This is an optimization exercise on Yosys and OpenROAD, whose aim is small area, not a production implementation. In this exercise RTL edits were held to simulation tests only and were not proved equivalent to the original. The clock port is modelled as an ideal driver, which makes a skipped or thinned clock tree look cheaper than it is; a real chip needs a root buffer or a tree. Power and IR drop assume default switching activity.

## ram_sp_top
module ram_sp_top (
   input  logic        clk,
   input  logic        reset,
   input  logic        ce,
   input  logic        oce,
   input  logic        wre,
   input  logic [7:0]  ad,
   input  logic [15:0] din,
   output logic [15:0] dout,
   output logic        busy
);
Size in the first run: about 4100 flip-flops, roughly 140000 um^2 of cells after synthesis.
export LEC_CHECK = 0
export CAP_MARGIN = 20
export CORE_MARGIN = 2
export CORE_UTILIZATION = 45
export SLEW_MARGIN = 20
export SYNTH_HIERARCHICAL = 1
create_clock -name core_clock -period 8.0 [get_ports {clk}]
standard.sh (not shown) runs the stock make flow with config.mk's settings and CLKGATE_MAP_FILE= SYNTH_SCRIPT=/design/flow/synth_recipe.tcl, a recipe that flattens the netlist after the stock synthesis.
==> flow/flow/run.sh <==
#!/bin/bash
# Standard layout, except for the clock tree: flow/mycts.tcl builds it before
# the CTS step (through ORFS's PRE_CTS_TCL hook) and stands in for TritonCTS,
# whose H-tree needs more buffer area here. The ports get the smallest buffer.
set -euo pipefail
export PRE_CTS_TCL="$PWD/flow/mycts.tcl"
export BUFFER_PORTS_ARGS="-buffer_cell sky130_fd_sc_hd__buf_1"
bash standard.sh > standard.log 2>&1
==> flow/flow/mycts.tcl <==
# Clock tree built here in place of TritonCTS: the clock's flip-flop pins are
# split into clusters of at most 14 by location, each driven by a clkbuf_8 at
# its centre; those buffers are clustered again under clkbuf_8 buffers, and so
# on up to one root buffer, the only cell the clock port drives. Every
# flip-flop sees the same number of buffers between the clock port and its
# clock pin. Loaded through
# PRE_CTS_TCL; it then replaces clock_tree_synthesis with a no-op for cts.tcl.

proc mycts_cluster {pts k} {
  # pts: list of {x y item}; returns list of clusters (lists of pts) of at most k
  set n [llength $pts]
  if {$n <= $k} { return [list $pts] }
  set xs [lmap p $pts {lindex $p 0}]
  set ys [lmap p $pts {lindex $p 1}]
  set w [expr {max(1.0, [tcl::mathfunc::max {*}$xs] - [tcl::mathfunc::min {*}$xs])}]
  set h [expr {max(1.0, [tcl::mathfunc::max {*}$ys] - [tcl::mathfunc::min {*}$ys])}]
  set nc [expr {int(ceil(double($n) / $k))}]
  set side [expr {sqrt($w * $h / $nc)}]
  set ns [expr {max(1, min($nc, int(round($h / $side))))}]
  set sorted [lsort -real -index 1 $pts]
  # strips hold a whole number of clusters where possible
  set per_strip [expr {int(ceil(double($nc) / $ns))}]
  set out {}
  set i 0
  set s 0
  while {$i < $n} {
    set left_strips [expr {$ns - $s}]
    set left_clusters [expr {int(ceil(double($n - $i) / $k))}]
    set cl [expr {int(ceil(double($left_clusters) / $left_strips))}]
    set m [expr {min($n - $i, int(round(double($n - $i) * $cl / $left_clusters)))}]
    if {$m < 1} { set m [expr {$n - $i}] }
    set strip [lsort -real -index 0 [lrange $sorted $i [expr {$i + $m - 1}]]]
    # split the strip into cl clusters of nearly equal size
    set j 0
    for {set c 0} {$c < $cl} {incr c} {
      set sz [expr {int(round(double($m - $j) / ($cl - $c)))}]
      if {$sz < 1} continue
      lappend out [lrange $strip $j [expr {$j + $sz - 1}]]
      incr j $sz
    }
    incr i $m
    incr s
  }
  return $out
}

proc mycts_centre {cluster} {
  set sx 0.0; set sy 0.0
  foreach p $cluster { set sx [expr {$sx + [lindex $p 0]}]; set sy [expr {$sy + [lindex $p 1]}] }
  set n [llength $cluster]
  return [list [expr {int($sx / $n)}] [expr {int($sy / $n)}]]
}

proc mycts_build {clk_port_net levels} {
  set block [ord::get_db_block]
  set db [ord::get_db]
  set net [$block findNet $clk_port_net]
  set pts {}
  foreach it [$net getITerms] {
    set inst [$it getInst]
    set bb [$inst getBBox]
    lappend pts [list [expr {([$bb xMin] + [$bb xMax]) / 2}] [expr {([$bb yMin] + [$bb yMax]) / 2}] $it]
  }
  puts "mycts: [llength $pts] sinks on $clk_port_net"
  set lvl 0
  foreach {cell k} $levels {
    incr lvl
    set master [$db findMaster $cell]
    set clusters [mycts_cluster $pts $k]
    set newpts {}
    set c 0
    foreach cl $clusters {
      lassign [mycts_centre $cl] cx cy
      set name "mycts_l${lvl}_$c"
      set binst [odb::dbInst_create $block $master $name]
      $binst setLocation [expr {$cx - [$master getWidth] / 2}] [expr {$cy - [$master getHeight] / 2}]
      $binst setPlacementStatus PLACED
      set bnet [odb::dbNet_create $block "${name}_clk"]
      $bnet setSigType CLOCK
      [$binst findITerm X] connect $bnet
      foreach p $cl {
        set it [lindex $p 2]
        $it disconnect
        $it connect $bnet
      }
      lappend newpts [list $cx $cy [$binst findITerm A]]
      incr c
    }
    puts "mycts: level $lvl: [llength $clusters] x $cell"
    set pts $newpts
  }
  foreach p $pts {
    [lindex $p 2] connect $net
  }
}

mycts_build clk {
  sky130_fd_sc_hd__clkbuf_8 14
  sky130_fd_sc_hd__clkbuf_8 10
  sky130_fd_sc_hd__clkbuf_16 8
  sky130_fd_sc_hd__clkbuf_16 8
}

rename clock_tree_synthesis mycts_orig_clock_tree_synthesis
proc clock_tree_synthesis {args} {
  puts "mycts: clock tree already built; clock_tree_synthesis skipped"
  set_propagated_clock [all_clocks]
}
Rerun with:
--- a/flow/flow/mycts.tcl
+++ b/flow/flow/mycts.tcl
@@ -1,4 +1,4 @@
 # Clock tree built here in place of TritonCTS: the clock's flip-flop pins are
-# split into clusters of at most 14 by location, each driven by a clkbuf_8 at
+# split into clusters of at most 16 by location, each driven by a clkbuf_8 at
 # its centre; those buffers are clustered again under clkbuf_8 buffers, and so
 # on up to one root buffer, the only cell the clock port drives. Every
@@ -96,5 +96,5 @@
 
 mycts_build clk {
-  sky130_fd_sc_hd__clkbuf_8 14
+  sky130_fd_sc_hd__clkbuf_8 16
   sky130_fd_sc_hd__clkbuf_8 10
   sky130_fd_sc_hd__clkbuf_16 8
Maximum frequency hardly moves. Global-route usage is about the same. Clock power drops by about 6%. Clock skew climbs by 0.026 ns. Design area drops by 0.36%. Worst hold slack hardly moves. Wire length hardly moves. Combinational power barely changes. Setup slack gains 0.0051 ns. Power drops by 1.9%. Sequential cell count stays the same.
No run of this note takes its clock network from TritonCTS; it comes from the design's own scripts or RTL.

re-timing with driven ports:
How much do the figures lean on ideal ports? The routed layouts below were timed once more, with nothing changed but the port constraints.
Step 1 assumes that a clkbuf_16 drives the clock port and a buf_2 every other input.
Step 2 times the ports against the registers' clock, not the clock port: input delays grow and output delays shrink by t, the midpoint of the rising clock arrivals with the driver on.
Slacks: ideal ports / drivers / drivers and shift; pairs: ideal ports / drivers.
run | shift t [ns] | setup WS [ns] | slew at the worst register clock pin (ns) | worst slew at a driven data input, ns
the first run | 1.107 | 1.225 / 1.188 / 0.081 | 0.10 / 0.10 | 0.26
the second run | 1.100 | 1.230 / 1.217 / 0.117 | 0.11 / 0.11 | 0.25
After both steps every run listed still meets setup and hold. For the first run, which loses most, drivers alone change the setup slack by -0.037 ns; drivers and shift together by -1.144 ns.
